This is an optimization exercise on Yosys and OpenROAD, whose aim is small area, not a production implementation.
The RTL was checked by simulation tests, not by an equivalence proof against the original design.
Power and IR drop assume default switching activity.

$ cat flow/flow/run.sh
#!/bin/bash
set -euo pipefail
export BUFFER_PORTS_ARGS="-buffer_cell sky130_fd_sc_hd__buf_1"
export CTS_ARGS="-sink_clustering_enable -repair_clock_nets -dont_use_dummy_load -buf_list sky130_fd_sc_hd__clkbuf_4 -sink_clustering_size 11 -sink_clustering_max_diameter 40"
bash standard.sh synth > synth.log 2>&1
ODB=orfs/results/$FLOW_PLATFORM/iir_cascade_top/base/1_synth.odb \
LIB_FILE=$FLOW_HOME/platforms/$FLOW_PLATFORM/lib/sky130_fd_sc_hd__tt_025C_1v80.lib \
  openroad -no_init -exit flow/downsize.tcl > downsize.log 2>&1
bash standard.sh > standard.log 2>&1
$ cat flow/constraint.sdc
create_clock -name core_clock -period 10.0 [get_ports {clk}]
set_input_delay 2.0000 -clock core_clock [delete_from_list [all_inputs] [get_ports {clk}]]
set_output_delay 2.0000 -clock core_clock [all_outputs]
set_load 0.01 [all_outputs]
$ cat flow/flow/downsize.tcl
# Area recovery before floorplan: every combinational cell of the synthesized netlist that
# has a smaller variant of the same function (same base name, e.g. a22oi_2 -> a22oi_1) is
# swapped for the smallest one. Flip-flops, latches, clock cells, buffers and inverters are
# left alone. The standard flow's later repair steps size cells back up where timing,
# slew or capacitance needs it.
read_liberty $::env(LIB_FILE)
read_db $::env(ODB)
set skip {df dl clk buf inv fill tap decap conb diode probe lpflow ebuf einv mux4 dlygate dlymetal}
set best [dict create]
foreach lc [get_lib_cells *] {
  set name [get_name $lc]
  if {![regexp {^(sky130_fd_sc_hd__[a-z0-9]+)_([0-9]+)$} $name -> base sz]} { continue }
  set bad 0
  foreach s $skip { if {[string first $s $base] >= 0} { set bad 1 } }
  if {$bad} { continue }
  set a [get_property $lc area]
  if {![dict exists $best $base] || $a < [lindex [dict get $best $base] 1]} {
    dict set best $base [list $name $a]
  }
}
set n 0
set saved 0.0
foreach inst [get_cells *] {
  set ref [get_property $inst ref_name]
  if {![regexp {^(sky130_fd_sc_hd__[a-z0-9]+)_([0-9]+)$} $ref -> base sz]} { continue }
  if {![dict exists $best $base]} { continue }
  lassign [dict get $best $base] to ato
  if {$to eq $ref} { continue }
  set afrom [get_property [get_lib_cells */$ref] area]
  if {$ato >= $afrom} { continue }
  replace_cell $inst $to
  incr n
  set saved [expr {$saved + $afrom - $ato}]
}
puts "downsize: replaced $n cells, [format %.1f $saved] um2 less"
write_db $::env(ODB)
$ cat flow/config.mk
export PLATFORM = sky130hd
export DESIGN_NAME = iir_cascade_top
export DESIGN_NICKNAME = iir_cascade_top
export VERILOG_FILES = /design/flow/design.v
export SDC_FILE = /design/flow/constraint.sdc
export NUM_CORES = 4
export LEC_CHECK = 0
export CAP_MARGIN = 20
export CELL_PAD_IN_SITES_DETAIL_PLACEMENT = 1
export CORE_MARGIN = 2
export CORE_UTILIZATION = 50
export PLACE_DENSITY = 0.65
export SLEW_MARGIN = 20
export SYNTH_HIERARCHICAL = 1
export SYNTH_MINIMUM_KEEP_SIZE = 0
$ cat flow/standard.sh
#!/bin/bash
# synth_recipe.tcl (not shown) runs the flow's synth.tcl, then flattens the netlist and writes it again
# the make line also repeats each setting of config.mk as NAME=value (left out here)
make -C /OpenROAD-flow-scripts/flow DESIGN_CONFIG=/design/flow/config.mk WORK_HOME=/design/flow/orfs CLKGATE_MAP_FILE= SYNTH_SCRIPT=/design/flow/synth_recipe.tcl "${@:-finish}"
$ cat flow/design.v
package filter_pkg;
    localparam int SAMPLE_W = 16;
    localparam int ACC_W = 32;
    localparam int FRAC_BITS = 14;
    typedef logic signed [SAMPLE_W-1:0] sample_t;    
    typedef logic signed [ACC_W-1:0] acc_t;          
    typedef struct packed {
        sample_t b0;     
        sample_t b1;     
        sample_t b2;     
        sample_t a1;     
        sample_t a2;     
    } biquad_coef_t;
endpackage
package seq_pkg;
    typedef enum logic [2:0] {
        IDLE   = 3'd0,
        TAP_B0 = 3'd1,
        TAP_B1 = 3'd2,
        TAP_B2 = 3'd3,
        TAP_A1 = 3'd4,
        TAP_A2 = 3'd5,
        DRAIN1 = 3'd6,   
        DRAIN2 = 3'd7    
    } seq_state_t;
    typedef enum logic [1:0] {
        MAC_HOLD = 2'd0,     
        MAC_LOAD = 2'd1,     
        MAC_ACC  = 2'd2      
    } mac_op_t;
    typedef enum logic [2:0] {
        SEL_B0, SEL_B1, SEL_B2, SEL_A1, SEL_A2
    } tap_sel_t;
endpackage
`timescale 1ns/100ps
module sample_rate_timer #(
    parameter int SAMPLE_DIV = 16    
) (
    input  logic clk,
    input  logic reset,
    input  logic run,
    output logic sample_req
);
    localparam int CNT_W = (SAMPLE_DIV > 1) ? $clog2(SAMPLE_DIV) : 1;
    localparam logic [CNT_W-1:0] RELOAD = CNT_W'(SAMPLE_DIV - 1);
    logic [CNT_W-1:0] cnt;   
    always_ff @(posedge clk) begin
        if (!reset) begin
            cnt        <= RELOAD;
            sample_req <= 1'b0;
        end else if (!run) begin
            cnt        <= RELOAD;    
            sample_req <= 1'b0;
        end else if (cnt == '0) begin
            cnt        <= RELOAD;
            sample_req <= 1'b1;      
        end else begin
            cnt        <= cnt - 1'b1;
            sample_req <= 1'b0;
        end
    end
endmodule
module mac_booth
(
    input  logic [15:0] a,
    input  logic [15:0] b,
    input  logic        g,
    input  logic        sg,        
    input  logic [3:1] ci,        
    output logic [3:1] co,        
    input  logic [29:0] c,
    output logic [29:0] y
);
    logic [16:0] ax;
    assign ax = {a[15], a};
    wire one0 = b[0] ^ 1'b0;
    wire two0 = (b[1] ^ b[0]) & ~one0;
    wire neg0 = b[1] ^ g;
    wire v0_0;
    bpp u_pp0_0 (.a1(ax[0]), .a0(1'b0), .x1(one0), .x2(two0), .n(neg0), .y(v0_0));
    wire v0_1;
    bpp u_pp0_1 (.a1(ax[1]), .a0(ax[0]), .x1(one0), .x2(two0), .n(neg0), .y(v0_1));
    wire v0_2;
    bpp u_pp0_2 (.a1(ax[2]), .a0(ax[1]), .x1(one0), .x2(two0), .n(neg0), .y(v0_2));
    wire v0_3;
    bpp u_pp0_3 (.a1(ax[3]), .a0(ax[2]), .x1(one0), .x2(two0), .n(neg0), .y(v0_3));
    wire v0_4;
    bpp u_pp0_4 (.a1(ax[4]), .a0(ax[3]), .x1(one0), .x2(two0), .n(neg0), .y(v0_4));
    wire v0_5;
    bpp u_pp0_5 (.a1(ax[5]), .a0(ax[4]), .x1(one0), .x2(two0), .n(neg0), .y(v0_5));
    wire v0_6;
    bpp u_pp0_6 (.a1(ax[6]), .a0(ax[5]), .x1(one0), .x2(two0), .n(neg0), .y(v0_6));
    wire v0_7;
    bpp u_pp0_7 (.a1(ax[7]), .a0(ax[6]), .x1(one0), .x2(two0), .n(neg0), .y(v0_7));
    wire v0_8;
    bpp u_pp0_8 (.a1(ax[8]), .a0(ax[7]), .x1(one0), .x2(two0), .n(neg0), .y(v0_8));
    wire v0_9;
    bpp u_pp0_9 (.a1(ax[9]), .a0(ax[8]), .x1(one0), .x2(two0), .n(neg0), .y(v0_9));
    wire v0_10;
    bpp u_pp0_10 (.a1(ax[10]), .a0(ax[9]), .x1(one0), .x2(two0), .n(neg0), .y(v0_10));
    wire v0_11;
    bpp u_pp0_11 (.a1(ax[11]), .a0(ax[10]), .x1(one0), .x2(two0), .n(neg0), .y(v0_11));
    wire v0_12;
    bpp u_pp0_12 (.a1(ax[12]), .a0(ax[11]), .x1(one0), .x2(two0), .n(neg0), .y(v0_12));
    wire v0_13;
    bpp u_pp0_13 (.a1(ax[13]), .a0(ax[12]), .x1(one0), .x2(two0), .n(neg0), .y(v0_13));
    wire v0_14;
    bpp u_pp0_14 (.a1(ax[14]), .a0(ax[13]), .x1(one0), .x2(two0), .n(neg0), .y(v0_14));
    wire v0_15;
    bpp u_pp0_15 (.a1(ax[15]), .a0(ax[14]), .x1(one0), .x2(two0), .n(neg0), .y(v0_15));
    wire v0_16;
    bppn u_pp0_16 (.a1(ax[16]), .a0(ax[15]), .x1(one0), .x2(two0), .n(neg0), .y(v0_16));
    wire vs0 = v0_16 & sg;
    wire one1 = b[2] ^ b[1];
    wire two1 = (b[3] ^ b[2]) & ~one1;
    wire neg1 = b[3] ^ g;
    wire v1_0;
    bpp u_pp1_0 (.a1(ax[0]), .a0(1'b0), .x1(one1), .x2(two1), .n(neg1), .y(v1_0));
    wire v1_1;
    bpp u_pp1_1 (.a1(ax[1]), .a0(ax[0]), .x1(one1), .x2(two1), .n(neg1), .y(v1_1));
    wire v1_2;
    bpp u_pp1_2 (.a1(ax[2]), .a0(ax[1]), .x1(one1), .x2(two1), .n(neg1), .y(v1_2));
    wire v1_3;
    bpp u_pp1_3 (.a1(ax[3]), .a0(ax[2]), .x1(one1), .x2(two1), .n(neg1), .y(v1_3));
    wire v1_4;
    bpp u_pp1_4 (.a1(ax[4]), .a0(ax[3]), .x1(one1), .x2(two1), .n(neg1), .y(v1_4));
    wire v1_5;
    bpp u_pp1_5 (.a1(ax[5]), .a0(ax[4]), .x1(one1), .x2(two1), .n(neg1), .y(v1_5));
    wire v1_6;
    bpp u_pp1_6 (.a1(ax[6]), .a0(ax[5]), .x1(one1), .x2(two1), .n(neg1), .y(v1_6));
    wire v1_7;
    bpp u_pp1_7 (.a1(ax[7]), .a0(ax[6]), .x1(one1), .x2(two1), .n(neg1), .y(v1_7));
    wire v1_8;
    bpp u_pp1_8 (.a1(ax[8]), .a0(ax[7]), .x1(one1), .x2(two1), .n(neg1), .y(v1_8));
    wire v1_9;
    bpp u_pp1_9 (.a1(ax[9]), .a0(ax[8]), .x1(one1), .x2(two1), .n(neg1), .y(v1_9));
    wire v1_10;
    bpp u_pp1_10 (.a1(ax[10]), .a0(ax[9]), .x1(one1), .x2(two1), .n(neg1), .y(v1_10));
    wire v1_11;
    bpp u_pp1_11 (.a1(ax[11]), .a0(ax[10]), .x1(one1), .x2(two1), .n(neg1), .y(v1_11));
    wire v1_12;
    bpp u_pp1_12 (.a1(ax[12]), .a0(ax[11]), .x1(one1), .x2(two1), .n(neg1), .y(v1_12));
    wire v1_13;
    bpp u_pp1_13 (.a1(ax[13]), .a0(ax[12]), .x1(one1), .x2(two1), .n(neg1), .y(v1_13));
    wire v1_14;
    bpp u_pp1_14 (.a1(ax[14]), .a0(ax[13]), .x1(one1), .x2(two1), .n(neg1), .y(v1_14));
    wire v1_15;
    bpp u_pp1_15 (.a1(ax[15]), .a0(ax[14]), .x1(one1), .x2(two1), .n(neg1), .y(v1_15));
    wire v1_16;
    bppn u_pp1_16 (.a1(ax[16]), .a0(ax[15]), .x1(one1), .x2(two1), .n(neg1), .y(v1_16));
    wire vs1 = v1_16 & sg;
    wire one2 = b[4] ^ b[3];
    wire two2 = (b[5] ^ b[4]) & ~one2;
    wire neg2 = b[5] ^ g;
    wire v2_0;
    bpp u_pp2_0 (.a1(ax[0]), .a0(1'b0), .x1(one2), .x2(two2), .n(neg2), .y(v2_0));
    wire v2_1;
    bpp u_pp2_1 (.a1(ax[1]), .a0(ax[0]), .x1(one2), .x2(two2), .n(neg2), .y(v2_1));
    wire v2_2;
    bpp u_pp2_2 (.a1(ax[2]), .a0(ax[1]), .x1(one2), .x2(two2), .n(neg2), .y(v2_2));
    wire v2_3;
    bpp u_pp2_3 (.a1(ax[3]), .a0(ax[2]), .x1(one2), .x2(two2), .n(neg2), .y(v2_3));
    wire v2_4;
    bpp u_pp2_4 (.a1(ax[4]), .a0(ax[3]), .x1(one2), .x2(two2), .n(neg2), .y(v2_4));
    wire v2_5;
    bpp u_pp2_5 (.a1(ax[5]), .a0(ax[4]), .x1(one2), .x2(two2), .n(neg2), .y(v2_5));
    wire v2_6;
    bpp u_pp2_6 (.a1(ax[6]), .a0(ax[5]), .x1(one2), .x2(two2), .n(neg2), .y(v2_6));
    wire v2_7;
    bpp u_pp2_7 (.a1(ax[7]), .a0(ax[6]), .x1(one2), .x2(two2), .n(neg2), .y(v2_7));
    wire v2_8;
    bpp u_pp2_8 (.a1(ax[8]), .a0(ax[7]), .x1(one2), .x2(two2), .n(neg2), .y(v2_8));
    wire v2_9;
    bpp u_pp2_9 (.a1(ax[9]), .a0(ax[8]), .x1(one2), .x2(two2), .n(neg2), .y(v2_9));
    wire v2_10;
    bpp u_pp2_10 (.a1(ax[10]), .a0(ax[9]), .x1(one2), .x2(two2), .n(neg2), .y(v2_10));
    wire v2_11;
    bpp u_pp2_11 (.a1(ax[11]), .a0(ax[10]), .x1(one2), .x2(two2), .n(neg2), .y(v2_11));
    wire v2_12;
    bpp u_pp2_12 (.a1(ax[12]), .a0(ax[11]), .x1(one2), .x2(two2), .n(neg2), .y(v2_12));
    wire v2_13;
    bpp u_pp2_13 (.a1(ax[13]), .a0(ax[12]), .x1(one2), .x2(two2), .n(neg2), .y(v2_13));
    wire v2_14;
    bpp u_pp2_14 (.a1(ax[14]), .a0(ax[13]), .x1(one2), .x2(two2), .n(neg2), .y(v2_14));
    wire v2_15;
    bpp u_pp2_15 (.a1(ax[15]), .a0(ax[14]), .x1(one2), .x2(two2), .n(neg2), .y(v2_15));
    wire v2_16;
    bppn u_pp2_16 (.a1(ax[16]), .a0(ax[15]), .x1(one2), .x2(two2), .n(neg2), .y(v2_16));
    wire vs2 = v2_16 & sg;
    wire one3 = b[6] ^ b[5];
    wire two3 = (b[7] ^ b[6]) & ~one3;
    wire neg3 = b[7] ^ g;
    wire v3_0;
    bpp u_pp3_0 (.a1(ax[0]), .a0(1'b0), .x1(one3), .x2(two3), .n(neg3), .y(v3_0));
    wire v3_1;
    bpp u_pp3_1 (.a1(ax[1]), .a0(ax[0]), .x1(one3), .x2(two3), .n(neg3), .y(v3_1));
    wire v3_2;
    bpp u_pp3_2 (.a1(ax[2]), .a0(ax[1]), .x1(one3), .x2(two3), .n(neg3), .y(v3_2));
    wire v3_3;
    bpp u_pp3_3 (.a1(ax[3]), .a0(ax[2]), .x1(one3), .x2(two3), .n(neg3), .y(v3_3));
    wire v3_4;
    bpp u_pp3_4 (.a1(ax[4]), .a0(ax[3]), .x1(one3), .x2(two3), .n(neg3), .y(v3_4));
    wire v3_5;
    bpp u_pp3_5 (.a1(ax[5]), .a0(ax[4]), .x1(one3), .x2(two3), .n(neg3), .y(v3_5));
    wire v3_6;
    bpp u_pp3_6 (.a1(ax[6]), .a0(ax[5]), .x1(one3), .x2(two3), .n(neg3), .y(v3_6));
    wire v3_7;
    bpp u_pp3_7 (.a1(ax[7]), .a0(ax[6]), .x1(one3), .x2(two3), .n(neg3), .y(v3_7));
    wire v3_8;
    bpp u_pp3_8 (.a1(ax[8]), .a0(ax[7]), .x1(one3), .x2(two3), .n(neg3), .y(v3_8));
    wire v3_9;
    bpp u_pp3_9 (.a1(ax[9]), .a0(ax[8]), .x1(one3), .x2(two3), .n(neg3), .y(v3_9));
    wire v3_10;
    bpp u_pp3_10 (.a1(ax[10]), .a0(ax[9]), .x1(one3), .x2(two3), .n(neg3), .y(v3_10));
    wire v3_11;
    bpp u_pp3_11 (.a1(ax[11]), .a0(ax[10]), .x1(one3), .x2(two3), .n(neg3), .y(v3_11));
    wire v3_12;
    bpp u_pp3_12 (.a1(ax[12]), .a0(ax[11]), .x1(one3), .x2(two3), .n(neg3), .y(v3_12));
    wire v3_13;
    bpp u_pp3_13 (.a1(ax[13]), .a0(ax[12]), .x1(one3), .x2(two3), .n(neg3), .y(v3_13));
    wire v3_14;
    bpp u_pp3_14 (.a1(ax[14]), .a0(ax[13]), .x1(one3), .x2(two3), .n(neg3), .y(v3_14));
    wire v3_15;
    bpp u_pp3_15 (.a1(ax[15]), .a0(ax[14]), .x1(one3), .x2(two3), .n(neg3), .y(v3_15));
    wire v3_16;
    bppn u_pp3_16 (.a1(ax[16]), .a0(ax[15]), .x1(one3), .x2(two3), .n(neg3), .y(v3_16));
    wire vs3 = v3_16 & sg;
    wire one4 = b[8] ^ b[7];
    wire two4 = (b[9] ^ b[8]) & ~one4;
    wire neg4 = b[9] ^ g;
    wire v4_0;
    bpp u_pp4_0 (.a1(ax[0]), .a0(1'b0), .x1(one4), .x2(two4), .n(neg4), .y(v4_0));
    wire v4_1;
    bpp u_pp4_1 (.a1(ax[1]), .a0(ax[0]), .x1(one4), .x2(two4), .n(neg4), .y(v4_1));
    wire v4_2;
    bpp u_pp4_2 (.a1(ax[2]), .a0(ax[1]), .x1(one4), .x2(two4), .n(neg4), .y(v4_2));
    wire v4_3;
    bpp u_pp4_3 (.a1(ax[3]), .a0(ax[2]), .x1(one4), .x2(two4), .n(neg4), .y(v4_3));
    wire v4_4;
    bpp u_pp4_4 (.a1(ax[4]), .a0(ax[3]), .x1(one4), .x2(two4), .n(neg4), .y(v4_4));
    wire v4_5;
    bpp u_pp4_5 (.a1(ax[5]), .a0(ax[4]), .x1(one4), .x2(two4), .n(neg4), .y(v4_5));
    wire v4_6;
    bpp u_pp4_6 (.a1(ax[6]), .a0(ax[5]), .x1(one4), .x2(two4), .n(neg4), .y(v4_6));
    wire v4_7;
    bpp u_pp4_7 (.a1(ax[7]), .a0(ax[6]), .x1(one4), .x2(two4), .n(neg4), .y(v4_7));
    wire v4_8;
    bpp u_pp4_8 (.a1(ax[8]), .a0(ax[7]), .x1(one4), .x2(two4), .n(neg4), .y(v4_8));
    wire v4_9;
    bpp u_pp4_9 (.a1(ax[9]), .a0(ax[8]), .x1(one4), .x2(two4), .n(neg4), .y(v4_9));
    wire v4_10;
    bpp u_pp4_10 (.a1(ax[10]), .a0(ax[9]), .x1(one4), .x2(two4), .n(neg4), .y(v4_10));
    wire v4_11;
    bpp u_pp4_11 (.a1(ax[11]), .a0(ax[10]), .x1(one4), .x2(two4), .n(neg4), .y(v4_11));
    wire v4_12;
    bpp u_pp4_12 (.a1(ax[12]), .a0(ax[11]), .x1(one4), .x2(two4), .n(neg4), .y(v4_12));
    wire v4_13;
    bpp u_pp4_13 (.a1(ax[13]), .a0(ax[12]), .x1(one4), .x2(two4), .n(neg4), .y(v4_13));
    wire v4_14;
    bpp u_pp4_14 (.a1(ax[14]), .a0(ax[13]), .x1(one4), .x2(two4), .n(neg4), .y(v4_14));
    wire v4_15;
    bpp u_pp4_15 (.a1(ax[15]), .a0(ax[14]), .x1(one4), .x2(two4), .n(neg4), .y(v4_15));
    wire v4_16;
    bppn u_pp4_16 (.a1(ax[16]), .a0(ax[15]), .x1(one4), .x2(two4), .n(neg4), .y(v4_16));
    wire vs4 = v4_16 & sg;
    wire one5 = b[10] ^ b[9];
    wire two5 = (b[11] ^ b[10]) & ~one5;
    wire neg5 = b[11] ^ g;
    wire v5_0;
    bpp u_pp5_0 (.a1(ax[0]), .a0(1'b0), .x1(one5), .x2(two5), .n(neg5), .y(v5_0));
    wire v5_1;
    bpp u_pp5_1 (.a1(ax[1]), .a0(ax[0]), .x1(one5), .x2(two5), .n(neg5), .y(v5_1));
    wire v5_2;
    bpp u_pp5_2 (.a1(ax[2]), .a0(ax[1]), .x1(one5), .x2(two5), .n(neg5), .y(v5_2));
    wire v5_3;
    bpp u_pp5_3 (.a1(ax[3]), .a0(ax[2]), .x1(one5), .x2(two5), .n(neg5), .y(v5_3));
    wire v5_4;
    bpp u_pp5_4 (.a1(ax[4]), .a0(ax[3]), .x1(one5), .x2(two5), .n(neg5), .y(v5_4));
    wire v5_5;
    bpp u_pp5_5 (.a1(ax[5]), .a0(ax[4]), .x1(one5), .x2(two5), .n(neg5), .y(v5_5));
    wire v5_6;
    bpp u_pp5_6 (.a1(ax[6]), .a0(ax[5]), .x1(one5), .x2(two5), .n(neg5), .y(v5_6));
    wire v5_7;
    bpp u_pp5_7 (.a1(ax[7]), .a0(ax[6]), .x1(one5), .x2(two5), .n(neg5), .y(v5_7));
    wire v5_8;
    bpp u_pp5_8 (.a1(ax[8]), .a0(ax[7]), .x1(one5), .x2(two5), .n(neg5), .y(v5_8));
    wire v5_9;
    bpp u_pp5_9 (.a1(ax[9]), .a0(ax[8]), .x1(one5), .x2(two5), .n(neg5), .y(v5_9));
    wire v5_10;
    bpp u_pp5_10 (.a1(ax[10]), .a0(ax[9]), .x1(one5), .x2(two5), .n(neg5), .y(v5_10));
    wire v5_11;
    bpp u_pp5_11 (.a1(ax[11]), .a0(ax[10]), .x1(one5), .x2(two5), .n(neg5), .y(v5_11));
    wire v5_12;
    bpp u_pp5_12 (.a1(ax[12]), .a0(ax[11]), .x1(one5), .x2(two5), .n(neg5), .y(v5_12));
    wire v5_13;
    bpp u_pp5_13 (.a1(ax[13]), .a0(ax[12]), .x1(one5), .x2(two5), .n(neg5), .y(v5_13));
    wire v5_14;
    bpp u_pp5_14 (.a1(ax[14]), .a0(ax[13]), .x1(one5), .x2(two5), .n(neg5), .y(v5_14));
    wire v5_15;
    bpp u_pp5_15 (.a1(ax[15]), .a0(ax[14]), .x1(one5), .x2(two5), .n(neg5), .y(v5_15));
    wire v5_16;
    bppn u_pp5_16 (.a1(ax[16]), .a0(ax[15]), .x1(one5), .x2(two5), .n(neg5), .y(v5_16));
    wire vs5 = v5_16 & sg;
    wire one6 = b[12] ^ b[11];
    wire two6 = (b[13] ^ b[12]) & ~one6;
    wire neg6 = b[13] ^ g;
    wire v6_0;
    bpp u_pp6_0 (.a1(ax[0]), .a0(1'b0), .x1(one6), .x2(two6), .n(neg6), .y(v6_0));
    wire v6_1;
    bpp u_pp6_1 (.a1(ax[1]), .a0(ax[0]), .x1(one6), .x2(two6), .n(neg6), .y(v6_1));
    wire v6_2;
    bpp u_pp6_2 (.a1(ax[2]), .a0(ax[1]), .x1(one6), .x2(two6), .n(neg6), .y(v6_2));
    wire v6_3;
    bpp u_pp6_3 (.a1(ax[3]), .a0(ax[2]), .x1(one6), .x2(two6), .n(neg6), .y(v6_3));
    wire v6_4;
    bpp u_pp6_4 (.a1(ax[4]), .a0(ax[3]), .x1(one6), .x2(two6), .n(neg6), .y(v6_4));
    wire v6_5;
    bpp u_pp6_5 (.a1(ax[5]), .a0(ax[4]), .x1(one6), .x2(two6), .n(neg6), .y(v6_5));
    wire v6_6;
    bpp u_pp6_6 (.a1(ax[6]), .a0(ax[5]), .x1(one6), .x2(two6), .n(neg6), .y(v6_6));
    wire v6_7;
    bpp u_pp6_7 (.a1(ax[7]), .a0(ax[6]), .x1(one6), .x2(two6), .n(neg6), .y(v6_7));
    wire v6_8;
    bpp u_pp6_8 (.a1(ax[8]), .a0(ax[7]), .x1(one6), .x2(two6), .n(neg6), .y(v6_8));
    wire v6_9;
    bpp u_pp6_9 (.a1(ax[9]), .a0(ax[8]), .x1(one6), .x2(two6), .n(neg6), .y(v6_9));
    wire v6_10;
    bpp u_pp6_10 (.a1(ax[10]), .a0(ax[9]), .x1(one6), .x2(two6), .n(neg6), .y(v6_10));
    wire v6_11;
    bpp u_pp6_11 (.a1(ax[11]), .a0(ax[10]), .x1(one6), .x2(two6), .n(neg6), .y(v6_11));
    wire v6_12;
    bpp u_pp6_12 (.a1(ax[12]), .a0(ax[11]), .x1(one6), .x2(two6), .n(neg6), .y(v6_12));
    wire v6_13;
    bpp u_pp6_13 (.a1(ax[13]), .a0(ax[12]), .x1(one6), .x2(two6), .n(neg6), .y(v6_13));
    wire v6_14;
    bpp u_pp6_14 (.a1(ax[14]), .a0(ax[13]), .x1(one6), .x2(two6), .n(neg6), .y(v6_14));
    wire v6_15;
    bpp u_pp6_15 (.a1(ax[15]), .a0(ax[14]), .x1(one6), .x2(two6), .n(neg6), .y(v6_15));
    wire v6_16;
    bppn u_pp6_16 (.a1(ax[16]), .a0(ax[15]), .x1(one6), .x2(two6), .n(neg6), .y(v6_16));
    wire vs6 = v6_16 & sg;
    wire one7 = b[14] ^ b[13];
    wire two7 = (b[15] ^ b[14]) & ~one7;
    wire neg7 = b[15] ^ g;
    wire v7_0;
    bpp u_pp7_0 (.a1(ax[0]), .a0(1'b0), .x1(one7), .x2(two7), .n(neg7), .y(v7_0));
    wire v7_1;
    bpp u_pp7_1 (.a1(ax[1]), .a0(ax[0]), .x1(one7), .x2(two7), .n(neg7), .y(v7_1));
    wire v7_2;
    bpp u_pp7_2 (.a1(ax[2]), .a0(ax[1]), .x1(one7), .x2(two7), .n(neg7), .y(v7_2));
    wire v7_3;
    bpp u_pp7_3 (.a1(ax[3]), .a0(ax[2]), .x1(one7), .x2(two7), .n(neg7), .y(v7_3));
    wire v7_4;
    bpp u_pp7_4 (.a1(ax[4]), .a0(ax[3]), .x1(one7), .x2(two7), .n(neg7), .y(v7_4));
    wire v7_5;
    bpp u_pp7_5 (.a1(ax[5]), .a0(ax[4]), .x1(one7), .x2(two7), .n(neg7), .y(v7_5));
    wire v7_6;
    bpp u_pp7_6 (.a1(ax[6]), .a0(ax[5]), .x1(one7), .x2(two7), .n(neg7), .y(v7_6));
    wire v7_7;
    bpp u_pp7_7 (.a1(ax[7]), .a0(ax[6]), .x1(one7), .x2(two7), .n(neg7), .y(v7_7));
    wire v7_8;
    bpp u_pp7_8 (.a1(ax[8]), .a0(ax[7]), .x1(one7), .x2(two7), .n(neg7), .y(v7_8));
    wire v7_9;
    bpp u_pp7_9 (.a1(ax[9]), .a0(ax[8]), .x1(one7), .x2(two7), .n(neg7), .y(v7_9));
    wire v7_10;
    bpp u_pp7_10 (.a1(ax[10]), .a0(ax[9]), .x1(one7), .x2(two7), .n(neg7), .y(v7_10));
    wire v7_11;
    bpp u_pp7_11 (.a1(ax[11]), .a0(ax[10]), .x1(one7), .x2(two7), .n(neg7), .y(v7_11));
    wire v7_12;
    bpp u_pp7_12 (.a1(ax[12]), .a0(ax[11]), .x1(one7), .x2(two7), .n(neg7), .y(v7_12));
    wire v7_13;
    bpp u_pp7_13 (.a1(ax[13]), .a0(ax[12]), .x1(one7), .x2(two7), .n(neg7), .y(v7_13));
    wire v7_14;
    bpp u_pp7_14 (.a1(ax[14]), .a0(ax[13]), .x1(one7), .x2(two7), .n(neg7), .y(v7_14));
    wire v7_15;
    bpp u_pp7_15 (.a1(ax[15]), .a0(ax[14]), .x1(one7), .x2(two7), .n(neg7), .y(v7_15));
    wire s0, k0;
    ha2 u_ha1 (.a(v0_14), .b(v1_12), .s(s0), .co(k0));
    wire s1, k1;
    ha2 u_ha2 (.a(v0_15), .b(v1_13), .s(s1), .co(k1));
    wire s2, k2;
    ha2 u_ha3 (.a(vs0), .b(v1_14), .s(s2), .co(k2));
    wire s3, k3;
    ha2 u_ha4 (.a(v0_8), .b(v1_6), .s(s3), .co(k3));
    wire s4, k4;
    ha2 u_ha5 (.a(v0_9), .b(v1_7), .s(s4), .co(k4));
    wire s5, k5;
    fa3 u_fa6 (.a(v0_10), .b(v1_8), .c(v2_6), .s(s5), .co(k5));
    wire s6, k6;
    ha2 u_ha7 (.a(v3_4), .b(v4_2), .s(s6), .co(k6));
    wire s7, k7;
    fa3 u_fa8 (.a(v0_11), .b(v1_9), .c(v2_7), .s(s7), .co(k7));
    wire s8, k8;
    ha2 u_ha9 (.a(v3_5), .b(v4_3), .s(s8), .co(k8));
    wire s9, k9;
    fa3 u_fa10 (.a(v0_12), .b(v1_10), .c(v2_8), .s(s9), .co(k9));
    wire s10, k10;
    fa3 u_fa11 (.a(v3_6), .b(v4_4), .c(v5_2), .s(s10), .co(k10));
    wire s11, k11;
    ha2 u_ha12 (.a(v6_0), .b(neg6), .s(s11), .co(k11));
    wire s12, k12;
    fa3 u_fa13 (.a(v0_13), .b(v1_11), .c(v2_9), .s(s12), .co(k12));
    wire s13, k13;
    fa3 u_fa14 (.a(v3_7), .b(v4_5), .c(v5_3), .s(s13), .co(k13));
    wire s14, k14;
    ha2 u_ha15 (.a(v6_1), .b(c[13]), .s(s14), .co(k14));
    wire s15, k15;
    fa3 u_fa16 (.a(v2_10), .b(v3_8), .c(v4_6), .s(s15), .co(k15));
    wire s16, k16;
    fa3 u_fa17 (.a(v5_4), .b(v6_2), .c(v7_0), .s(s16), .co(k16));
    wire s17, k17;
    fa3 u_fa18 (.a(neg7), .b(c[14]), .c(s0), .s(s17), .co(k17));
    wire s18, k18;
    fa3 u_fa19 (.a(v2_11), .b(v3_9), .c(v4_7), .s(s18), .co(k18));
    wire s19, k19;
    fa3 u_fa20 (.a(v5_5), .b(v6_3), .c(v7_1), .s(s19), .co(k19));
    wire s20, k20;
    fa3 u_fa21 (.a(c[15]), .b(s1), .c(k0), .s(s20), .co(k20));
    wire s21, k21;
    fa3 u_fa22 (.a(v2_12), .b(v3_10), .c(v4_8), .s(s21), .co(k21));
    wire s22, k22;
    fa3 u_fa23 (.a(v5_6), .b(v6_4), .c(v7_2), .s(s22), .co(k22));
    wire s23, k23;
    fa3 u_fa24 (.a(c[16]), .b(s2), .c(k1), .s(s23), .co(k23));
    wire s24, k24;
    fa3 u_fa25 (.a(v1_15), .b(v2_13), .c(v3_11), .s(s24), .co(k24));
    wire s25, k25;
    fa3 u_fa26 (.a(v4_9), .b(v5_7), .c(v6_5), .s(s25), .co(k25));
    wire s26, k26;
    fa3 u_fa27 (.a(v7_3), .b(c[17]), .c(k2), .s(s26), .co(k26));
    wire s27, k27;
    fa3 u_fa28 (.a(vs1), .b(v2_14), .c(v3_12), .s(s27), .co(k27));
    wire s28, k28;
    fa3 u_fa29 (.a(v4_10), .b(v5_8), .c(v6_6), .s(s28), .co(k28));
    wire s29, k29;
    ha2 u_ha30 (.a(v7_4), .b(c[18]), .s(s29), .co(k29));
    wire s30, k30;
    fa3 u_fa31 (.a(v2_15), .b(v3_13), .c(v4_11), .s(s30), .co(k30));
    wire s31, k31;
    fa3 u_fa32 (.a(v5_9), .b(v6_7), .c(v7_5), .s(s31), .co(k31));
    wire s32, k32;
    fa3 u_fa33 (.a(vs2), .b(v3_14), .c(v4_12), .s(s32), .co(k32));
    wire s33, k33;
    ha2 u_ha34 (.a(v5_10), .b(v6_8), .s(s33), .co(k33));
    wire s34, k34;
    fa3 u_fa35 (.a(v3_15), .b(v4_13), .c(v5_11), .s(s34), .co(k34));
    wire s35, k35;
    ha2 u_ha36 (.a(vs3), .b(v4_14), .s(s35), .co(k35));
    wire s36, k36;
    ha2 u_ha37 (.a(v0_4), .b(v1_2), .s(s36), .co(k36));
    wire s37, k37;
    ha2 u_ha38 (.a(v0_5), .b(v1_3), .s(s37), .co(k37));
    wire s38, k38;
    fa3 u_fa39 (.a(v0_6), .b(v1_4), .c(v2_2), .s(s38), .co(k38));
    wire s39, k39;
    ha2 u_ha40 (.a(v3_0), .b(neg3), .s(s39), .co(k39));
    wire s40, k40;
    fa3 u_fa41 (.a(v0_7), .b(v1_5), .c(v2_3), .s(s40), .co(k40));
    wire s41, k41;
    ha2 u_ha42 (.a(v3_1), .b(c[7]), .s(s41), .co(k41));
    wire s42, k42;
    fa3 u_fa43 (.a(v2_4), .b(v3_2), .c(v4_0), .s(s42), .co(k42));
    wire s43, k43;
    fa3 u_fa44 (.a(neg4), .b(c[8]), .c(s3), .s(s43), .co(k43));
    wire s44, k44;
    fa3 u_fa45 (.a(v2_5), .b(v3_3), .c(v4_1), .s(s44), .co(k44));
    wire s45, k45;
    fa3 u_fa46 (.a(c[9]), .b(s4), .c(k3), .s(s45), .co(k45));
    wire s46, k46;
    fa3 u_fa47 (.a(v5_0), .b(neg5), .c(c[10]), .s(s46), .co(k46));
    wire s47, k47;
    fa3 u_fa48 (.a(s5), .b(s6), .c(k4), .s(s47), .co(k47));
    wire s48, k48;
    fa3 u_fa49 (.a(v5_1), .b(c[11]), .c(s7), .s(s48), .co(k48));
    wire s49, k49;
    fa3 u_fa50 (.a(s8), .b(k5), .c(k6), .s(s49), .co(k49));
    wire s50, k50;
    fa3 u_fa51 (.a(c[12]), .b(s9), .c(s10), .s(s50), .co(k50));
    wire s51, k51;
    fa3 u_fa52 (.a(s11), .b(k7), .c(k8), .s(s51), .co(k51));
    wire s52, k52;
    fa3 u_fa53 (.a(s12), .b(s13), .c(s14), .s(s52), .co(k52));
    wire s53, k53;
    fa3 u_fa54 (.a(k9), .b(k10), .c(k11), .s(s53), .co(k53));
    wire s54, k54;
    fa3 u_fa55 (.a(s15), .b(s16), .c(s17), .s(s54), .co(k54));
    wire s55, k55;
    fa3 u_fa56 (.a(k12), .b(k13), .c(k14), .s(s55), .co(k55));
    wire s56, k56;
    fa3 u_fa57 (.a(s18), .b(s19), .c(s20), .s(s56), .co(k56));
    wire s57, k57;
    fa3 u_fa58 (.a(k15), .b(k16), .c(k17), .s(s57), .co(k57));
    wire s58, k58;
    fa3 u_fa59 (.a(s21), .b(s22), .c(s23), .s(s58), .co(k58));
    wire s59, k59;
    fa3 u_fa60 (.a(k18), .b(k19), .c(k20), .s(s59), .co(k59));
    wire s60, k60;
    fa3 u_fa61 (.a(s24), .b(s25), .c(s26), .s(s60), .co(k60));
    wire s61, k61;
    fa3 u_fa62 (.a(k21), .b(k22), .c(k23), .s(s61), .co(k61));
    wire s62, k62;
    fa3 u_fa63 (.a(s27), .b(s28), .c(s29), .s(s62), .co(k62));
    wire s63, k63;
    fa3 u_fa64 (.a(k24), .b(k25), .c(k26), .s(s63), .co(k63));
    wire s64, k64;
    fa3 u_fa65 (.a(c[19]), .b(s30), .c(s31), .s(s64), .co(k64));
    wire s65, k65;
    fa3 u_fa66 (.a(k27), .b(k28), .c(k29), .s(s65), .co(k65));
    wire s66, k66;
    fa3 u_fa67 (.a(v7_6), .b(c[20]), .c(s32), .s(s66), .co(k66));
    wire s67, k67;
    fa3 u_fa68 (.a(s33), .b(k30), .c(k31), .s(s67), .co(k67));
    wire s68, k68;
    fa3 u_fa69 (.a(v6_9), .b(v7_7), .c(c[21]), .s(s68), .co(k68));
    wire s69, k69;
    fa3 u_fa70 (.a(s34), .b(k32), .c(k33), .s(s69), .co(k69));
    wire s70, k70;
    fa3 u_fa71 (.a(v5_12), .b(v6_10), .c(v7_8), .s(s70), .co(k70));
    wire s71, k71;
    fa3 u_fa72 (.a(c[22]), .b(s35), .c(k34), .s(s71), .co(k71));
    wire s72, k72;
    fa3 u_fa73 (.a(v4_15), .b(v5_13), .c(v6_11), .s(s72), .co(k72));
    wire s73, k73;
    fa3 u_fa74 (.a(v7_9), .b(c[23]), .c(k35), .s(s73), .co(k73));
    wire s74, k74;
    fa3 u_fa75 (.a(vs4), .b(v5_14), .c(v6_12), .s(s74), .co(k74));
    wire s75, k75;
    ha2 u_ha76 (.a(v7_10), .b(c[24]), .s(s75), .co(k75));
    wire s76, k76;
    fa3 u_fa77 (.a(v5_15), .b(v6_13), .c(v7_11), .s(s76), .co(k76));
    wire s77, k77;
    ha2 u_ha78 (.a(vs5), .b(v6_14), .s(s77), .co(k77));
    wire s78, k78;
    ha2 u_ha79 (.a(v0_2), .b(v1_0), .s(s78), .co(k78));
    wire s79, k79;
    ha2 u_ha80 (.a(v0_3), .b(v1_1), .s(s79), .co(k79));
    wire s80, k80;
    fa3 u_fa81 (.a(v2_0), .b(neg2), .c(c[4]), .s(s80), .co(k80));
    wire s81, k81;
    fa3 u_fa82 (.a(v2_1), .b(c[5]), .c(s37), .s(s81), .co(k81));
    wire s82, k82;
    fa3 u_fa83 (.a(c[6]), .b(s38), .c(s39), .s(s82), .co(k82));
    wire s83, k83;
    fa3 u_fa84 (.a(s40), .b(s41), .c(k38), .s(s83), .co(k83));
    wire s84, k84;
    fa3 u_fa85 (.a(s42), .b(s43), .c(k40), .s(s84), .co(k84));
    wire s85, k85;
    fa3 u_fa86 (.a(s44), .b(s45), .c(k42), .s(s85), .co(k85));
    wire s86, k86;
    fa3 u_fa87 (.a(s46), .b(s47), .c(k44), .s(s86), .co(k86));
    wire s87, k87;
    fa3 u_fa88 (.a(s48), .b(s49), .c(k46), .s(s87), .co(k87));
    wire s88, k88;
    fa3 u_fa89 (.a(s50), .b(s51), .c(k48), .s(s88), .co(k88));
    wire s89, k89;
    fa3 u_fa90 (.a(s52), .b(s53), .c(k50), .s(s89), .co(k89));
    wire s90, k90;
    fa3 u_fa91 (.a(s54), .b(s55), .c(k52), .s(s90), .co(k90));
    wire s91, k91;
    fa3 u_fa92 (.a(s56), .b(s57), .c(k54), .s(s91), .co(k91));
    wire s92, k92;
    fa3 u_fa93 (.a(s58), .b(s59), .c(k56), .s(s92), .co(k92));
    wire s93, k93;
    fa3 u_fa94 (.a(s60), .b(s61), .c(k58), .s(s93), .co(k93));
    wire s94, k94;
    fa3 u_fa95 (.a(s62), .b(s63), .c(k60), .s(s94), .co(k94));
    wire s95, k95;
    fa3 u_fa96 (.a(s64), .b(s65), .c(k62), .s(s95), .co(k95));
    wire s96, k96;
    fa3 u_fa97 (.a(s66), .b(s67), .c(k64), .s(s96), .co(k96));
    wire s97, k97;
    fa3 u_fa98 (.a(s68), .b(s69), .c(k66), .s(s97), .co(k97));
    wire s98, k98;
    fa3 u_fa99 (.a(s70), .b(s71), .c(k68), .s(s98), .co(k98));
    wire s99, k99;
    fa3 u_fa100 (.a(s72), .b(s73), .c(k70), .s(s99), .co(k99));
    wire s100, k100;
    fa3 u_fa101 (.a(s74), .b(s75), .c(k72), .s(s100), .co(k100));
    wire s101, k101;
    fa3 u_fa102 (.a(c[25]), .b(s76), .c(k74), .s(s101), .co(k101));
    wire s102, k102;
    fa3 u_fa103 (.a(v7_12), .b(c[26]), .c(s77), .s(s102), .co(k102));
    wire s103, k103;
    fa3 u_fa104 (.a(v6_15), .b(v7_13), .c(c[27]), .s(s103), .co(k103));
    wire s104, k104;
    ha2 u_ha105 (.a(vs6), .b(v7_14), .s(s104), .co(k104));
    wire s105, k105;
    ha2 u_ha106 (.a(v0_0), .b(neg0), .s(s105), .co(k105));
    wire s106, k106;
    ha2 u_ha107 (.a(v0_1), .b(c[1]), .s(s106), .co(k106));
    wire s107, k107;
    fa3 u_fa108 (.a(neg1), .b(c[2]), .c(s78), .s(s107), .co(k107));
    wire s108, k108;
    fa3 u_fa109 (.a(c[3]), .b(s79), .c(k78), .s(s108), .co(k108));
    wire s109, k109;
    fa3 u_fa110 (.a(s36), .b(s80), .c(k79), .s(s109), .co(k109));
    wire s110, k110;
    fa3 u_fa111 (.a(k36), .b(s81), .c(k80), .s(s110), .co(k110));
    wire s111, k111;
    fa3 u_fa112 (.a(k37), .b(s82), .c(k81), .s(s111), .co(k111));
    wire s112, k112;
    fa3 u_fa113 (.a(k39), .b(s83), .c(k82), .s(s112), .co(k112));
    wire s113, k113;
    fa3 u_fa114 (.a(k41), .b(s84), .c(k83), .s(s113), .co(k113));
    wire s114, k114;
    fa3 u_fa115 (.a(k43), .b(s85), .c(k84), .s(s114), .co(k114));
    wire s115, k115;
    fa3 u_fa116 (.a(k45), .b(s86), .c(k85), .s(s115), .co(k115));
    wire s116, k116;
    fa3 u_fa117 (.a(k47), .b(s87), .c(k86), .s(s116), .co(k116));
    wire s117, k117;
    fa3 u_fa118 (.a(k49), .b(s88), .c(k87), .s(s117), .co(k117));
    wire s118, k118;
    fa3 u_fa119 (.a(k51), .b(s89), .c(k88), .s(s118), .co(k118));
    wire s119, k119;
    fa3 u_fa120 (.a(k53), .b(s90), .c(k89), .s(s119), .co(k119));
    wire s120, k120;
    fa3 u_fa121 (.a(k55), .b(s91), .c(k90), .s(s120), .co(k120));
    wire s121, k121;
    fa3 u_fa122 (.a(k57), .b(s92), .c(k91), .s(s121), .co(k121));
    wire s122, k122;
    fa3 u_fa123 (.a(k59), .b(s93), .c(k92), .s(s122), .co(k122));
    wire s123, k123;
    fa3 u_fa124 (.a(k61), .b(s94), .c(k93), .s(s123), .co(k123));
    wire s124, k124;
    fa3 u_fa125 (.a(k63), .b(s95), .c(k94), .s(s124), .co(k124));
    wire s125, k125;
    fa3 u_fa126 (.a(k65), .b(s96), .c(k95), .s(s125), .co(k125));
    wire s126, k126;
    fa3 u_fa127 (.a(k67), .b(s97), .c(k96), .s(s126), .co(k126));
    wire s127, k127;
    fa3 u_fa128 (.a(k69), .b(s98), .c(k97), .s(s127), .co(k127));
    wire s128, k128;
    fa3 u_fa129 (.a(k71), .b(s99), .c(k98), .s(s128), .co(k128));
    wire s129, k129;
    fa3 u_fa130 (.a(k73), .b(s100), .c(k99), .s(s129), .co(k129));
    wire s130, k130;
    fa3 u_fa131 (.a(k75), .b(s101), .c(k100), .s(s130), .co(k130));
    wire s131, k131;
    fa3 u_fa132 (.a(k76), .b(s102), .c(k101), .s(s131), .co(k131));
    wire s132, k132;
    fa3 u_fa133 (.a(k77), .b(s103), .c(k102), .s(s132), .co(k132));
    wire s133, k133;
    fa3 u_fa134 (.a(c[28]), .b(s104), .c(k103), .s(s133), .co(k133));
    wire s134, k134;
    fa3 u_fa135 (.a(v7_15), .b(c[29]), .c(k104), .s(s134), .co(k134));
    wire [29:0] r0 = {s134, s133, s132, s131, s130, s129, s128, s127, s126, s125, s124, s123, s122, s121, s120, s119, s118, s117, s116, s115, s114, s113, s112, s111, s110, s109, s108, s107, s106, c[0]};
    wire [29:0] r1 = {k133, k132, k131, k130, k129, k128, k127, k126, k125, k124, k123, k122, k121, k120, k119, k118, k117, k116, k115, k114, k113, k112, k111, k110, k109, k108, k107, k106, k105, s105};
    wire rs0, rc0;
    ha2 u_rha0 (.a(c[0]), .b(s105), .s(rs0), .co(rc0));
    assign y[0] = rs0;
    wire rs1, rc1;
    fa3 u_rfa1 (.a(s106), .b(k105), .c(rc0), .s(rs1), .co(rc1));
    assign y[1] = rs1;
    wire rs2, rc2;
    fa3 u_rfa2 (.a(s107), .b(k106), .c(rc1), .s(rs2), .co(rc2));
    assign y[2] = rs2;
    wire rs3, rc3;
    fa3 u_rfa3 (.a(s108), .b(k107), .c(rc2), .s(rs3), .co(rc3));
    assign y[3] = rs3;
    wire rs4, rc4;
    fa3 u_rfa4 (.a(s109), .b(k108), .c(rc3), .s(rs4), .co(rc4));
    assign y[4] = rs4;
    wire rs5, rc5;
    fa3 u_rfa5 (.a(s110), .b(k109), .c(rc4), .s(rs5), .co(rc5));
    assign y[5] = rs5;
    wire rs6, rc6;
    fa3 u_rfa6 (.a(s111), .b(k110), .c(rc5), .s(rs6), .co(rc6));
    assign y[6] = rs6;
    wire rs7, rc7;
    fa3 u_rfa7 (.a(s112), .b(k111), .c(rc6), .s(rs7), .co(rc7));
    assign y[7] = rs7;
    assign co[1] = rc7;
    wire rs8, rc8;
    fa3 u_rfa8 (.a(s113), .b(k112), .c(ci[1]), .s(rs8), .co(rc8));
    assign y[8] = rs8;
    wire rs9, rc9;
    fa3 u_rfa9 (.a(s114), .b(k113), .c(rc8), .s(rs9), .co(rc9));
    assign y[9] = rs9;
    wire rs10, rc10;
    fa3 u_rfa10 (.a(s115), .b(k114), .c(rc9), .s(rs10), .co(rc10));
    assign y[10] = rs10;
    wire rs11, rc11;
    fa3 u_rfa11 (.a(s116), .b(k115), .c(rc10), .s(rs11), .co(rc11));
    assign y[11] = rs11;
    wire rs12, rc12;
    fa3 u_rfa12 (.a(s117), .b(k116), .c(rc11), .s(rs12), .co(rc12));
    assign y[12] = rs12;
    wire rs13, rc13;
    fa3 u_rfa13 (.a(s118), .b(k117), .c(rc12), .s(rs13), .co(rc13));
    assign y[13] = rs13;
    wire rs14, rc14;
    fa3 u_rfa14 (.a(s119), .b(k118), .c(rc13), .s(rs14), .co(rc14));
    assign y[14] = rs14;
    wire rs15, rc15;
    fa3 u_rfa15 (.a(s120), .b(k119), .c(rc14), .s(rs15), .co(rc15));
    assign y[15] = rs15;
    assign co[2] = rc15;
    wire rs16, rc16;
    fa3 u_rfa16 (.a(s121), .b(k120), .c(ci[2]), .s(rs16), .co(rc16));
    assign y[16] = rs16;
    wire rs17, rc17;
    fa3 u_rfa17 (.a(s122), .b(k121), .c(rc16), .s(rs17), .co(rc17));
    assign y[17] = rs17;
    wire rs18, rc18;
    fa3 u_rfa18 (.a(s123), .b(k122), .c(rc17), .s(rs18), .co(rc18));
    assign y[18] = rs18;
    wire rs19, rc19;
    fa3 u_rfa19 (.a(s124), .b(k123), .c(rc18), .s(rs19), .co(rc19));
    assign y[19] = rs19;
    wire rs20, rc20;
    fa3 u_rfa20 (.a(s125), .b(k124), .c(rc19), .s(rs20), .co(rc20));
    assign y[20] = rs20;
    wire rs21, rc21;
    fa3 u_rfa21 (.a(s126), .b(k125), .c(rc20), .s(rs21), .co(rc21));
    assign y[21] = rs21;
    wire rs22, rc22;
    fa3 u_rfa22 (.a(s127), .b(k126), .c(rc21), .s(rs22), .co(rc22));
    assign y[22] = rs22;
    assign co[3] = rc22;
    wire rs23, rc23;
    fa3 u_rfa23 (.a(s128), .b(k127), .c(ci[3]), .s(rs23), .co(rc23));
    assign y[23] = rs23;
    wire rs24, rc24;
    fa3 u_rfa24 (.a(s129), .b(k128), .c(rc23), .s(rs24), .co(rc24));
    assign y[24] = rs24;
    wire rs25, rc25;
    fa3 u_rfa25 (.a(s130), .b(k129), .c(rc24), .s(rs25), .co(rc25));
    assign y[25] = rs25;
    wire rs26, rc26;
    fa3 u_rfa26 (.a(s131), .b(k130), .c(rc25), .s(rs26), .co(rc26));
    assign y[26] = rs26;
    wire rs27, rc27;
    fa3 u_rfa27 (.a(s132), .b(k131), .c(rc26), .s(rs27), .co(rc27));
    assign y[27] = rs27;
    wire rs28, rc28;
    fa3 u_rfa28 (.a(s133), .b(k132), .c(rc27), .s(rs28), .co(rc28));
    assign y[28] = rs28;
    wire rs29, rc29;
    fa3 u_rfa29 (.a(s134), .b(k133), .c(rc28), .s(rs29), .co(rc29));
    assign y[29] = rs29;
endmodule
module fa3 (input logic a, input logic b, input logic c, output logic s, output logic co);
    assign s  = a ^ b ^ c;
    assign co = (a & b) | (a & c) | (b & c);
endmodule
module bpp (input logic a1, input logic a0, input logic x1, input logic x2, input logic n, output logic y);
    assign y = ((a1 & x1) | (a0 & x2)) ^ n;
endmodule
module bppn (input logic a1, input logic a0, input logic x1, input logic x2, input logic n, output logic y);
    assign y = ~(((a1 & x1) | (a0 & x2)) ^ n);
endmodule
module ha2 (input logic a, input logic b, output logic s, output logic co);
    assign s  = a ^ b;
    assign co = a & b;
endmodule
`timescale 1ns/100ps
module iir_cascade_top
#(
    parameter int SAMPLE_DIV = 16    
) (
    input  logic         clk,
    input  logic         reset,
    input  logic         run,
    input  logic [15:0]  sample_in,
    input  logic [79:0]  coef_s1,
    input  logic [79:0]  coef_s2,
    output logic         sample_req,
    output logic [15:0]  filt_out,
    output logic         out_valid
);
    localparam logic [29:0] ACC_INIT = 30'h15572000;
    sample_rate_timer #(
        .SAMPLE_DIV (SAMPLE_DIV)
    ) u_timer (
        .clk        (clk),
        .reset      (reset),
        .run        (run),
        .sample_req (sample_req)
    );
    logic [4:0]  step;           
    logic        hist_ok1;       
    logic        hist_ok2;       
    logic [15:0] x1, x2;         
    logic [15:0] y1a, y1b;       
    logic [15:0] y2a, y2b;       
    logic [15:0] c0, c1, c2, c3; 
    logic [29:0] acc;
    always_ff @(posedge clk) begin
        if (!reset)
            step <= '0;
        else if (sample_req)
            step <= 5'd1;
        else if (step == 5'd16)
            step <= '0;
        else if (step != 5'd0)
            step <= step + 5'd1;
    end
    always_ff @(posedge clk) begin
        if (!reset)
            out_valid <= 1'b0;
        else
            out_valid <= (step == 5'd16);
    end
    always_ff @(posedge clk) begin
        if (!reset) begin
            hist_ok1 <= 1'b0;
            hist_ok2 <= 1'b0;
        end else if (step == 5'd16) begin
            hist_ok1 <= 1'b1;
            hist_ok2 <= hist_ok1;
        end
    end
    wire ld1 = (step == 5'd1);      
    wire ld2 = (step == 5'd9);      
    always_ff @(posedge clk) begin
        if (ld1) begin
            x1 <= c3;                
            x2 <= x1;
        end
        if (step == 5'd9) begin
            y1a <= acc[29:14];
            y1b <= y1a;
        end
        if (out_valid) begin
            y2a <= acc[29:14];
            y2b <= y2a;
        end
    end
    wire ld = ld1 | ld2;
    always_ff @(posedge clk) begin
        c0 <= ({16{ld1}} & coef_s1[79:64]) | ({16{ld2}} & coef_s2[79:64]) | ({16{!ld}} & c1);  
        c1 <= ({16{ld1}} & coef_s1[63:48]) | ({16{ld2}} & coef_s2[63:48]) | ({16{!ld}} & c2);  
        c2 <= ({16{ld1}} & coef_s1[31:16]) | ({16{ld2}} & coef_s2[31:16]) | ({16{!ld}} & c3);  
        c3 <= sample_req ? sample_in : ld2 ? coef_s2[15:0] : coef_s1[15:0];                    
    end
    wire s1  = (step == 5'd1);
    wire s2  = (step == 5'd2);
    wire s3  = (step == 5'd3);
    wire s4  = (step == 5'd4);
    wire s5  = (step == 5'd5);
    wire s9  = (step == 5'd9);
    wire s10 = (step == 5'd10);
    wire s11 = (step == 5'd11);
    wire s12 = (step == 5'd12);
    wire s13 = (step == 5'd13);
    wire sel_x1  = s2;
    wire sel_x2  = (s1 & hist_ok2) | (s3 & hist_ok1);
    wire sel_y1a = (s4 & hist_ok1) | s10;
    wire sel_y1b = ((s5 | s9) & hist_ok2) | (s11 & hist_ok1);
    wire sel_y2a = s12 & hist_ok1;
    wire sel_y2b = s13 & hist_ok2;
    wire fb      = s4 | s5 | s12 | s13;      
    wire [15:0] mc = ({16{ld1}} & coef_s1[47:32]) | ({16{ld2}} & coef_s2[47:32]) | ({16{!ld}} & c0);
    wire [15:0] md = ({16{sel_x1}} & x1)  | ({16{sel_x2}} & x2)  |
                     ({16{sel_y1a}} & y1a) | ({16{sel_y1b}} & y1b) |
                     ({16{sel_y2a}} & y2a) | ({16{sel_y2b}} & y2b);
    wire neg = fb && (c0 != 16'h8000);
    wire acc_load = ld;
    wire mac_on = s1 | s2 | s3 | s4 | s5 | s9 | s10 | s11 | s12 | s13;
    logic [29:0] mac_y;
    logic [3:1]  cy;             
    logic [3:1]  mac_co;
    mac_booth u_mac (
        .a  (mc),
        .b  (md),
        .g  (neg),
        .sg (mac_on),
        .ci (acc_load ? 3'b000 : cy),
        .co (mac_co),
        .c  (acc_load ? ACC_INIT : acc),
        .y  (mac_y)
    );
    always_ff @(posedge clk) begin
        acc <= mac_y;
        cy  <= mac_co;
    end
    assign filt_out = acc[29:14];
endmodule
==> results of run 1 <==
[power groups by stage]
stage	Sequential (mW)	Clock (mW)	Combinational, mW
5_1_grt	1.19	0.501	1.12
6_report	1.18	0.458	1.02
4_1_cts	1.18	0.474	1.01
2_1_floorplan	1.12	0	0.820
3_3_place_gp	1.20	0	0.953
3_5_place_dp	1.20	0	1.01
[routing by layer]
metal,global-route usage,up-vias
li1,-,4432
met1,0.358,5170
met2,0.493,537
met3,0.0562,113
met4,0.123,0
met5,0,-
[layout by cell type (no fill, tap or decap), drive strengths merged, types with 6 or more instances in the layout]
| cell type | instances |
|---|---|
| buf | 232 |
| fa | 141 |
| a22oi | 136 |
| xnor2 | 129 |
| dfxtp | 110 |
| edfxtp | 96 |
| inv | 71 |
| a222oi | 64 |
| clkbuf | 35 |
| and2 | 33 |
| a221o | 32 |
| ha | 29 |
| nand2 | 26 |
| xor2 | 23 |
| o21ai | 21 |
| nand2b | 20 |
| mux2i | 17 |
| a32o | 16 |
| nor2 | 11 |
| conb | 8 |
| a21oi | 7 |
| nand3b | 6 |
[registers in the layout, indices dropped and copies added, names as in the netlist, 5 cells and up]
name / count
acc: 30
c0: 16
c1: 16
c2: 16
c3: 16
x1: 16
x2: 16
y1a: 16
y1b: 16
y2a: 16
y2b: 16
step: 5
[cell type report]
class / count / share of cell area
clock buffers: 35 / 0.0176
multi-input cells: 750 / 0.527
inverters: 71 / 0.0179
flip-flops and latches: 206 / 0.341
repair buffers: 232 / 0.0676
well taps: 341 / 0.0287
diodes: 1 / 0.000168
[critical path, stage by stage, from the launching register on]
cell and delay, ns:
dfxtp_1 0.67, and2_0 0.20, buf_4 0.24, and4b_1 0.69
a221o_1 0.28, a221o_1 0.28, nand2b_1 0.09, o22ai_1 0.78
buf_4 0.30, a22oi_1 0.09, xnor2_1 0.17, ha_1 0.35
fa_1 0.52, fa_1 0.44, fa_1 0.50, fa_1 0.46
fa_1 0.41, fa_1 0.42, fa_1 0.41, fa_1 0.41
fa_1 0.39, fa_1 0.38, fa_1 0.44
[worst max path at each step]
stage / startpoint / endpoint / slack, ns / cells past startpoint
after floorplan: step[0]$_SDFFE_PN0P_ / acc[22]$_DFF_P_ / 1.36 / 21
after global placement: step[2]$_SDFFE_PP0P_ / acc[22]$_DFF_P_ / 1.22 / 21
after detailed placement: step[2]$_SDFFE_PP0P_ / acc[22]$_DFF_P_ / 0.94 / 21
after CTS: step[2]$_SDFFE_PP0P_ / acc[22]$_DFF_P_ / 0.90 / 21
after global routing: step[2]$_SDFFE_PP0P_ / acc[15]$_DFF_P_ / 0.60 / 22
final: step[2]$_SDFFE_PP0P_ / acc[15]$_DFF_P_ / 0.91 / 22
[through the flow]
stage | total power [mW] | instances
after floorplan | 1.94 | 1119
after global placement | 2.15 | 1600
after detailed placement | 2.21 | 1600
after CTS | 2.67 | 1635
after global routing | 2.82 | 1636
final | 2.66 | 1636
==> reports/metrics.yaml, run 1 <==
outcome: "no timing/DRC/antenna violations"
cts_tree: "done"
dp.final_hpwl_um: 30000
crit_type: "reg -> reg"
die_area_mm2: 0.0286
reg2reg_slack_ns: 0.91
cts_hold_buf: 0
cts_sinks: 206
seqCellArea_mm2: 0.00508
drive_gt1_frac: 0.0680
min_to: "y1b[6]$_DFFE_PN_"
multi_input_area_mm2: 0.00784
io_pins: 197
r2r-end: "acc[15]$_DFF_P_"
fmaxAchievable_mhz: 110
wl_met1_um: 15500
reg2reg_from: "step[2]$_SDFFE_PP0P_"
globalRouteOverflowTotal: 0
clk-insertion-delay-late_ns: 0.70
p_per_area_mw_per_mm2: 178
ant_nets: 0
die_width_um: 169
place_ws_ns: 0.940
rsz0062_at_grt: "no"
die_y_um: 169
areaGrowthSynthToFinish_pct: 9.17
fin_crit_ns: 9.09
peakVddDrop_mv: 0.151
io_buffer_count: 196
grt_pass1_vias: 11281
path_clk_slew_ns: 0.12
vias_per_cell: 6.27
gp_congestion: 0.874
core-area_mm2: 0.0269
clock_path_buffers: 3
routed_wl_um: 40100
slew_violations: 0
critPathRequiredTime_ns: 10.49
grt_pass1_wl_um: 62900
clock_power_share: 0.172
worstSetupEndpointType: "flop"
dpl_cell_area_mm2: 0.0146
setup_ws_ns: 0.907
min_path_type: "reg -> reg"
fill_cells: 2878
cts_made_buffers: 35
critPathMaxFanout: 18
ys_warn_count: 8
post-route-drc-count: 0
leakage_nw: 5.78
cap_viol_max_count: 0
final_util: 0.554
fp-row-count: 60
dr.max_layer_used: "met4"
start_util: 0.507
p_int_mw: 1.55
postCtsSetupBuffers: 0
root_buffer: "clkbuf_4"
holdWs_ns: 0.418
finalSetupViolations: 0
syn_inst: 1112
cp.arrival_ns: 9.58
cts_max_level: 2
worst_slew_pin_slew_ns: 1.02
syn_area_mm2: 0.0136
crit_path_start_kind: "flop"
fin_tns_setup_ns: 0
p_sw_frac: 0.416
antenna_found_initial: 1
fin_skew_ns: 0.123
p_sw_mw: 1.11
r2r_cells: 22
routedWlPerCell_um: 24.5
p_comb_frac: 0.383
drtPass1Iterations: 7
grtUsageTotal: 0.288
min_path_cells: 0
pwr-share-seq: 0.444
cts_resized: 0
grt_max_degree: 69
nets: 1645
routed-via-count: 10252
wl_met2_um: 19900
drtIter0Drc: 1011
wl_met3_um: 3070
syn_area_per_cell_um2: 12.3
holdCritStartpoint: "y1a[6]$_DFFE_PN_"
timing.final.crit_share: 0.909
hold_viol: 0
max_slew_margin: 0.323
stdcell_area_mm2: 0.0149
==> run 2: changes to the inputs <==
==> flow/flow/run.sh (replaced) <==
#!/bin/bash
set -euo pipefail
export BUFFER_PORTS_ARGS="-buffer_cell sky130_fd_sc_hd__buf_1"
export CTS_ARGS="-sink_clustering_enable -repair_clock_nets -dont_use_dummy_load -buf_list sky130_fd_sc_hd__clkbuf_4 -sink_clustering_size 10 -sink_clustering_max_diameter 50"
bash standard.sh synth > synth.log 2>&1
ODB=orfs/results/$FLOW_PLATFORM/iir_cascade_top/base/1_synth.odb \
LIB_FILE=$FLOW_HOME/platforms/$FLOW_PLATFORM/lib/sky130_fd_sc_hd__tt_025C_1v80.lib \
  openroad -no_init -exit flow/downsize.tcl > downsize.log 2>&1
bash standard.sh > standard.log 2>&1
--- a/flow/config.mk
+++ b/flow/config.mk
@@ -8,8 +8,7 @@
 export CAP_MARGIN = 20
 export CELL_PAD_IN_SITES_DETAIL_PLACEMENT = 1
 export CORE_MARGIN = 2
-export CORE_UTILIZATION = 50
-export PLACE_DENSITY = 0.65
+export CORE_UTILIZATION = 40
 export SLEW_MARGIN = 20
 export SYNTH_HIERARCHICAL = 1
 export SYNTH_MINIMUM_KEEP_SIZE = 0
==> reports/metrics.yaml, run 2 <==
cap_viol_max_count: 0
clk-insertion-delay-late_ns: 0.77
leakage_nw: 5.79
areaGrowthSynthToFinish_pct: 10.2
ys_warn_count: 8
die_width_um: 189
crit_type: "reg -> reg"
r2r_cells: 23
fp-row-count: 67
worstSetupEndpointType: "flop"
ant_nets: 0
dpl_cell_area_mm2: 0.0148
syn_area_per_cell_um2: 12.3
io_buffer_count: 196
path_clk_slew_ns: 0.11
die_y_um: 189
grt_pass1_wl_um: 64600
drtPass1Iterations: 8
critPathMaxFanout: 18
grtUsageTotal: 0.237
cts_tree: "done"
io_pins: 197
largest_register_ffs: 30
postCtsSetupBuffers: 0
syn_inst: 1112
max_slew_margin: 0.348
routedWlPerCell_um: 24.0
timing.final.crit_share: 0.885
outcome: "no timing/DRC/antenna violations"
routed_wl_um: 41800
drive_gt1_frac: 0.0680
grt_max_degree: 56
worst_slew_pin_slew_ns: 0.977
nets: 1645
cts_max_level: 1
r2r-end: "acc[22]$_DFF_P_"
core-area_mm2: 0.0335
holdWs_ns: 0.426
drtIter0Drc: 891
syn_area_mm2: 0.0136
p_per_area_mw_per_mm2: 175
fin_tns_setup_ns: 0
layout_commonest_cell: "buf_1"
power.total_mw: 2.62
peakVddDrop_mv: 0.117
cts_made_buffers: 30
holdCritStartpoint: "c2[8]$_DFF_P_"
reg2reg_slack_ns: 1.15
vias_per_cell: 5.77
gp_congestion: 0.970
min_path_type: "reg -> reg"
rsz0062_at_grt: "no"
cp.arrival_ns: 9.44
top_register: "acc"
fin_crit_ns: 8.85
min_path_cells: 2
hold_viol: 0
slew_violations: 0
grt_pass1_vias: 11191
fin_skew_ns: 0.0803
finalSetupViolations: 0
start_util: 0.407
die_area_mm2: 0.0356
root_buffer: "clkbuf_4"
clock_path_buffers: 3
cts_resized: 0
min_to: "c1[8]$_DFF_P_"
dp.final_hpwl_um: 31800
cts_hold_buf: 0
stdcell_area_mm2: 0.0150
final_cell_mix: "buf_1, fa_1, a22oi_1"
crit_path_start_kind: "flop"
cts_sinks: 206
final_util: 0.448
critPathRequiredTime_ns: 10.60
routed-via-count: 10067
reg2reg_from: "step[1]$_SDFFE_PP0P_"
post-route-drc-count: 0
antenna_found_initial: 2
fill_cells: 3720
globalRouteOverflowTotal: 0
fmaxAchievable_mhz: 113
-- run 2: how the worst max path moves through the flow --
stage | end | from | slack (ns)
after floorplan | acc[22]$_DFF_P_ | step[0]$_SDFFE_PN0P_ | 1.36
after global placement | acc[22]$_DFF_P_ | step[1]$_SDFFE_PP0P_ | 1.20
after detailed placement | acc[22]$_DFF_P_ | step[1]$_SDFFE_PP0P_ | 0.95
after CTS | acc[22]$_DFF_P_ | step[1]$_SDFFE_PP0P_ | 0.87
after global routing | acc[22]$_DFF_P_ | step[1]$_SDFFE_PP0P_ | 0.83
final | acc[22]$_DFF_P_ | step[1]$_SDFFE_PP0P_ | 1.15
-- run 2: stage by stage --
step / worst slack [ns] / std cells
after floorplan: 1.36 / 1119
after CTS: 0.873 / 1742
after global placement: 1.20 / 1712
after global routing: 0.826 / 1744
after detailed placement: 0.945 / 1712
final: 1.15 / 1745
-- run 2: area by class of cell --
type | count | area, um^2 | area share
Antenna cell | 3 | 7.51 | 0.000500
Clock buffer | 30 | 225 | 0.0150
Inverter | 71 | 267 | 0.0177
Multi-Input combinational cell | 750 | 7840 | 0.522
Sequential cell | 206 | 5080 | 0.338
Tap cell | 448 | 561 | 0.0373
Timing Repair Buffer | 237 | 1040 | 0.0694
-- run 2: critical path, stage by stage, from the launching register on --
cell      delay (ns)
dfxtp_1         0.41
inv_1           0.10
ha_1            0.24
and3b_1         0.41
nand3b_1        0.21
o31ai_2         0.09
buf_4           0.22
a221o_1         0.63
nor2b_2         0.63
a22oi_1         0.16
xor2_1          0.19
and2_1          0.16
ha_1            0.31
fa_1            0.53
fa_1            0.44
fa_1            0.59
fa_1            0.46
fa_1            0.45
fa_1            0.40
fa_1            0.39
fa_1            0.39
fa_1            0.39
fa_1            0.42
fa_1            0.45
-- run 2: layer usage --
metal	routed length, um	track usage	up-vias
met5	0	0	-
met4	1680	0.0928	0
met3	2950	0.0499	83
met2	20700	0.413	421
met1	16500	0.287	5131
li1	-	-	4432
-- run 2: report_power, final --
group / switching (mW) / internal, mW
sequential: 0.128 / 1.06
combinational: 0.678 / 0.333
clock: 0.291 / 0.136

-- what the ideal ports hide --
No port has a modelled driver above. Below, the same layouts with a new extraction and two added sets of constraints. Step 1, drivers: a clkbuf_16 drives clk and a buf_2 each remaining input, both assumed. Step 2 adds t to the input delays and takes it off the output delays; t is the mean of the earliest and latest rising clock arrival at the registers after step 1. Input paths then give back, and output paths get back, about the clock's delay inside the block. Slacks: ideal ports / drivers / drivers and shift; pairs: ideal ports / drivers.
| run | t, ns | slack for setup (ns) | clock arrival spread, ns | slew at the worst register clock pin (ns) | pins driven straight from the clock port |
|---|---|---|---|---|---|
| run 1 | 0.689 | 0.907 / 0.907 / 0.907 | 0.122 / 0.122 | 0.12 / 0.12 | 1 |
| run 2 | 0.777 | 1.152 / 1.152 / 1.152 | 0.081 / 0.081 | 0.12 / 0.12 | 1 |
After both steps setup and hold are still met in every run listed.
